From an optimization exercise on the open Yosys and OpenROAD flow, aimed at small area, a short achievable clock period and few clock cycles per item; shortcuts taken in it are not production practice.
At most, simulation tests tie the RTL to the original design; equivalence was not proved.
Power figures rest on the tool's default switching activity, not on a simulated workload.

Design time_binned_event_histogram, start of the top module:
module time_binned_event_histogram #(
	parameter int MAX_BINS   = tbeh_pkg::MAX_BINS_DEF,
	parameter int COUNT_BITS = tbeh_pkg::COUNT_BITS_DEF
) (
	input  logic                                clk,
	input  logic                                arst_n,
	input  logic                                cfg_we,
	input  logic [tbeh_pkg::CFG_IDX_W-1:0]      cfg_index,
	input  logic [tbeh_pkg::CFG_DATA_W-1:0]     cfg_data,
	input  logic                                in_valid,
	output logic                                in_stall,
	input  logic [tbeh_pkg::OPCODE_W-1:0]       opcode,
	input  logic [tbeh_pkg::TIME_W-1:0]         event_time,
	input  logic                                passes_filter,
	output logic                                out_valid,
	input  logic                                out_stall,
	output logic [tbeh_pkg::BIN_IDX_W-1:0]      bin_index,
	output logic [tbeh_pkg::COUNT_OUT_W-1:0]    local_count,
	output logic [tbeh_pkg::COUNT_OUT_W-1:0]    global_count,
	output logic [tbeh_pkg::COUNT_OUT_W-1:0]    local_peak,
	output logic [tbeh_pkg::COUNT_OUT_W-1:0]    global_peak,
	output logic                                last_bin
);
Size in the first run: ~5,300 cells after synthesis, ~2,600 flip-flops, about 0.072 mm² of cells after synthesis.
clock: 7.0 ns
lec_check: 0
cap_margin: 20
core_margin: 2
core_utilization: 35
setup_slack_margin: 4.0
slew_margin: 20
run.sh (not shown) runs the stock make flow with config.mk's settings and CLKGATE_MAP_FILE= SYNTH_SCRIPT=/design/flow/synth_recipe.tcl, a recipe that flattens the netlist after the stock synthesis.
Change:
ABC_CLOCK_PERIOD_IN_PS = 2500   (was unset)
SETUP_SLACK_MARGIN = 4.5   (was 4.0)
Effect: The changed run completed without violations; hold slack gets better by 0.026 ns; critical path depth shrinks by 1; final cell count went up by 0.89%; setup slack gets better by 0.043 ns; synthesized area stays the same; core utilization climbs by 1.3 points; total power went up by 0.84%; global-route usage increases by 1.5 points; sequential cell count is unchanged; sequential share of layout area falls by 1.6 points.
No functional check of the RTL was part of any run of this note.

* * *

Another version of the RTL of time_binned_event_histogram (not shown whole).
Size: roughly 5700 cells after synthesis, ~180 I/O pins, about 74000 um^2 of cells after synthesis.
Design time_binned_event_histogram, start of the top module:
module time_binned_event_histogram #(
	parameter int MAX_BINS   = tbeh_pkg::MAX_BINS_DEF,
	parameter int COUNT_BITS = tbeh_pkg::COUNT_BITS_DEF
) (
	input  logic                                clk,
	input  logic                                arst_n,
	input  logic                                cfg_we,
	input  logic [tbeh_pkg::CFG_IDX_W-1:0]      cfg_index,
	input  logic [tbeh_pkg::CFG_DATA_W-1:0]     cfg_data,
	input  logic                                in_valid,
	output logic                                in_stall,
	input  logic [tbeh_pkg::OPCODE_W-1:0]       opcode,
	input  logic [tbeh_pkg::TIME_W-1:0]         event_time,
	input  logic                                passes_filter,
	output logic                                out_valid,
	input  logic                                out_stall,
	output logic [tbeh_pkg::BIN_IDX_W-1:0]      bin_index,
	output logic [tbeh_pkg::COUNT_OUT_W-1:0]    local_count,
	output logic [tbeh_pkg::COUNT_OUT_W-1:0]    global_count,
	output logic [tbeh_pkg::COUNT_OUT_W-1:0]    local_peak,
	output logic [tbeh_pkg::COUNT_OUT_W-1:0]    global_peak,
	output logic                                last_bin
);
Settings: LEC_CHECK=0, ABC_AREA=1, CAP_MARGIN=20, CORE_MARGIN=2, CORE_UTILIZATION=50, CTS_CLUSTER_DIAMETER=60, CTS_CLUSTER_SIZE=30, SETUP_SLACK_MARGIN=4.35, SLEW_MARGIN=20; clock period 7.0 ns.
standard.sh (not shown) runs the stock make flow with config.mk's settings and CLKGATE_MAP_FILE= SYNTH_SCRIPT=/design/flow/synth_recipe.tcl, a recipe that flattens the netlist after the stock synthesis.
==> flow/flow/run.sh <==
#!/bin/bash
# The standard layout, with clock tree synthesis told not to add dummy loads.
# Each tool's full output stays in ORFS's own logs under orfs/logs; make's output
# goes to flow_make.log in this folder.
set -euo pipefail
export CTS_ARGS="-sink_clustering_enable -repair_clock_nets -sink_clustering_size 30 -sink_clustering_max_diameter 60 -dont_use_dummy_load"
bash standard.sh > flow_make.log 2>&1
Then changed:
- SETUP_SLACK_MARGIN: 4.35 -> 4.2
Outcome: The changed run completed without violations. Total power goes up slightly. Routed wire length climbs by a few percent. Synthesized area stays the same. Combinational power increases by a few percent.
Then changed:
==> flow/flow/run.sh (replaced) <==
#!/bin/bash
# The standard layout with two changes: clock tree synthesis adds no dummy loads,
# and the port buffers are buf_2 cells (the default pick is a slower, larger delay
# buffer). Each tool's full output stays in ORFS's own logs under orfs/logs; make's
# output goes to flow_make.log in this folder.
set -euo pipefail
export CTS_ARGS="-sink_clustering_enable -repair_clock_nets -sink_clustering_size 30 -sink_clustering_max_diameter 60 -dont_use_dummy_load"
export BUFFER_PORTS_ARGS="-buffer_cell sky130_fd_sc_hd__buf_2"
bash standard.sh > flow_make.log 2>&1
- CORE_UTILIZATION: 50 -> 45
Final area shrinks slightly.
Via count is about the same.
Critical path depth does not change.
Total power shrinks slightly.
Register-to-register slack loses 0.05 ns.
Routed wire length is about the same.
Worst setup slack barely changes.
Non-clock buffer count shrinks by 28.
Die area grows by roughly a tenth.
Fmax stays flat.
Combinational power shrinks slightly.
Function was not checked in any run of this note: the RTL went through the layout flow alone.

* * *

time_binned_event_histogram, a different RTL version from the one above (not shown whole).
For scale: roughly 180 I/O pins.
make LEC_CHECK=0 CAP_MARGIN=20 CORE_MARGIN=2 CORE_UTILIZATION=35 CTS_CLUSTER_DIAMETER=60 CTS_CLUSTER_SIZE=30 SETUP_SLACK_MARGIN=4.3 SLEW_MARGIN=20 finish   # period 7.0 ns
run.sh (not shown) runs the stock make flow with config.mk's settings and CLKGATE_MAP_FILE= SYNTH_SCRIPT=/design/flow/synth_recipe.tcl, a recipe that flattens the netlist after the stock synthesis.
Stock flow here: none of the scripts above is used.
The starting point produced a clean layout.
Edit:
--- a/flow/config.mk
+++ b/flow/config.mk
@@ -12,3 +12,3 @@
 export CTS_CLUSTER_SIZE = 30
-export SETUP_SLACK_MARGIN = 4.3
+export SETUP_SLACK_MARGIN = 4.0
 export SLEW_MARGIN = 20
The changed run ran to the end with no violations.
Sequential share of layout area went up by 1.6 points.
Utilization shrinks by 1.0 points.
Worst setup slack improved by 0.022 ns.
Wire length falls by a few percent.
Total power goes down by a few percent.
No run of this note included a check of the RTL's function; only the layout flow was run.

* * *

JK:
Another version of the RTL of time_binned_event_histogram (not shown whole).
Size: roughly 5700 cells after synthesis, ~2600 flip-flops, about 180 I/O pins, ~74000 sq um of cells after synthesis.
clock: 7.0 ns
lec_check: 0
abc_area: 1
cap_margin: 20
core_margin: 2
core_utilization: 35
cts_cluster_diameter: 60
cts_cluster_size: 30
setup_slack_margin: 4.2
slew_margin: 20
JK went all the way through the flow, and no timing, DRC or antenna check failed.
Testbench counts of JK, summed over its fixed seeds: cycles 15,662, items 10,368.
diff inputs: JK => MS
==> flow/flow/run.sh (new file) <==
#!/bin/bash
# The standard layout, with clock tree synthesis told not to add dummy loads.
# Each tool's full output stays in ORFS's own logs under orfs/logs; make's output
# goes to flow_make.log in this folder.
set -euo pipefail
export CTS_ARGS="-sink_clustering_enable -repair_clock_nets -sink_clustering_size 30 -sink_clustering_max_diameter 60 -dont_use_dummy_load"
bash standard.sh > flow_make.log 2>&1
==> flow/standard.sh (new file) <==
#!/bin/bash
# synth_recipe.tcl (not shown) runs the flow's synth.tcl, then flattens the netlist and writes it again
# the make line also repeats each setting of config.mk as NAME=value (left out here)
make -C /OpenROAD-flow-scripts/flow DESIGN_CONFIG=/design/flow/config.mk WORK_HOME=/design/flow/orfs CLKGATE_MAP_FILE= SYNTH_SCRIPT=/design/flow/synth_recipe.tcl "${@:-finish}"
diff --git a/flow/config.mk b/flow/config.mk
--- a/flow/config.mk
+++ b/flow/config.mk
@@ -10,5 +10,6 @@
 export CORE_MARGIN = 2
-export CORE_UTILIZATION = 35
+export CORE_UTILIZATION = 50
 export CTS_CLUSTER_DIAMETER = 60
 export CTS_CLUSTER_SIZE = 30
+export PLACE_DENSITY = 0.75
 export SETUP_SLACK_MARGIN = 4.2
removed: flow/run.sh
Notes after the runs:
The number of global-route vias before repair in MS was higher than what JK gave.
Time the worst path needs with I/O delays and setup, JK and MS: larger value in JK
JK reports its endpoint of the worst setup timing path as global_count[4] while MS reports in_stall_q.
Summary of MS over JK: critical path depth shows an increase of 15; wire length saw a decrease; part of the power in registers moved up; post-route total power shows a reduction of 6.1%; number of clock buffers in the layout now sits lower.
diff inputs: MS => AL
diff --git a/flow/config.mk b/flow/config.mk
--- a/flow/config.mk
+++ b/flow/config.mk
@@ -10,6 +10,5 @@
 export CORE_MARGIN = 2
-export CORE_UTILIZATION = 50
+export CORE_UTILIZATION = 60
 export CTS_CLUSTER_DIAMETER = 60
 export CTS_CLUSTER_SIZE = 30
-export PLACE_DENSITY = 0.75
 export SETUP_SLACK_MARGIN = 4.2
[summary]
The run showing the smaller met1 wire length is MS. AL vs. MS: final standard cell count with taps included and fillers excluded decreased by 259 relative to the old numbers, worst relative slew slack increased by 0.97 points relative to the old numbers, global-route wire length before repair increased by 0.30% relative to the old numbers, final period utilization increased by 1.3 points relative to the old numbers. Going from MS to AL, the total power after layout was found to have gone up by about 2.4%. The global-route usage in AL sits 4.6 points above the value recorded for MS. Of the two values seen for cell with the largest stage delay on the worst path, sky130_fd_sc_hd__dfstp_2 was produced by AL and sky130_fd_sc_hd__clkdlybuf4s50_1 by MS.
--- input diff AL..TR ---
diff --git a/flow/config.mk b/flow/config.mk
--- a/flow/config.mk
+++ b/flow/config.mk
@@ -10,6 +10,6 @@
 export CORE_MARGIN = 2
-export CORE_UTILIZATION = 60
+export CORE_UTILIZATION = 35
 export CTS_CLUSTER_DIAMETER = 60
 export CTS_CLUSTER_SIZE = 30
-export SETUP_SLACK_MARGIN = 4.2
+export SETUP_SLACK_MARGIN = 4.35
 export SLEW_MARGIN = 20
### Flow results
- No stage failed in TR, and the final checks on the layout all came back clean.
- Diff AL -> TR: clock period minus worst slack flat; global routing met2 resource utilization lost 15 points; total number of cells along the worst setup path has decreased; placed standard-cell area shows an increase of about 2%; layout filler cell count went up 10800.
- TR ends up with a number of diodes that is 1 higher than in AL.
- | switching part of the total power | TR vs AL | 0.42 points higher |
- Across both runs, met1 wire length was higher for TR than for AL.
- Lower worst hold slack goes to TR over AL.
- TR vs AL — power dissipated in combinational cells climbed by a few percent
- Run comparison: TR master of the slowest instance on the critical path sky130_fd_sc_hd__edfxtp_1; AL master of the slowest instance on the critical path sky130_fd_sc_hd__dfstp_2

## afterwards: timing with drivers on the ports
The results above use ideal ports. As a check the final layouts listed here were re-extracted and re-timed, cells and wires unchanged. Step 1 (the two cells are an assumption about what drives the block):
set clk [get_ports {clk}]
set_driving_cell -lib_cell sky130_fd_sc_hd__clkbuf_16 $clk
set_driving_cell -lib_cell sky130_fd_sc_hd__buf_2 [delete_from_list [all_inputs] $clk]
Step 2 also shifts input and output timing later by t, the mid clock arrival at the registers, as if the neighbouring blocks saw the same clock. a / b / c = ideal ports / drivers / drivers and shift; a / b = the first two.
run | t (ns) | setup WS [ns] | hold slack, ns | latest minus earliest clock arrival (ns) | cell pins on the clock port's net
the first run of note 1 | 0.937 | 3.157 / 3.157 / 3.157 | 0.251 / 0.251 / 0.251 | 0.123 / 0.124 | 1
the second run of note 1 | 0.952 | 3.200 / 3.200 / 3.200 | 0.277 / 0.277 / 0.277 | 0.117 / 0.117 | 1
the first run of note 2 | 0.844 | 3.971 / 3.882 / 3.506 | 0.272 / 0.272 / 0.272 | 0.100 / 0.100 | 1
the second run of note 2 | 0.844 | 3.985 / 3.906 / 3.390 | 0.258 / 0.258 / 0.258 | 0.103 / 0.103 | 1
the third run of note 2 | 0.844 | 3.985 / 3.899 / 3.556 | 0.263 / 0.263 / 0.263 | 0.097 / 0.096 | 1
the first run of note 3 | 0.861 | 3.748 / 3.806 / 2.949 | 0.279 / 0.279 / 0.279 | 0.067 / 0.068 | 1
the second run of note 3 | 0.868 | 3.770 / 3.807 / 2.950 | 0.301 / 0.301 / 0.301 | 0.056 / 0.056 | 1
JK | 0.888 | 4.095 / 4.006 / 3.278 | 0.286 / 0.286 / 0.286 | 0.064 / 0.064 | 1
MS | 0.796 | 4.105 / 4.038 / 3.363 | 0.259 / 0.259 / 0.259 | 0.145 / 0.145 | 1
AL | 0.829 | 4.012 / 3.966 / 3.473 | 0.286 / 0.286 / 0.286 | 0.087 / 0.087 | 1
TR | 0.854 | 4.014 / 3.923 / 3.425 | 0.270 / 0.270 / 0.270 | 0.162 / 0.162 | 1
After both steps every run listed still meets setup and hold. For the second run of note 3, which loses most, drivers alone change the setup slack by +0.037 ns; drivers and shift together by -0.820 ns.
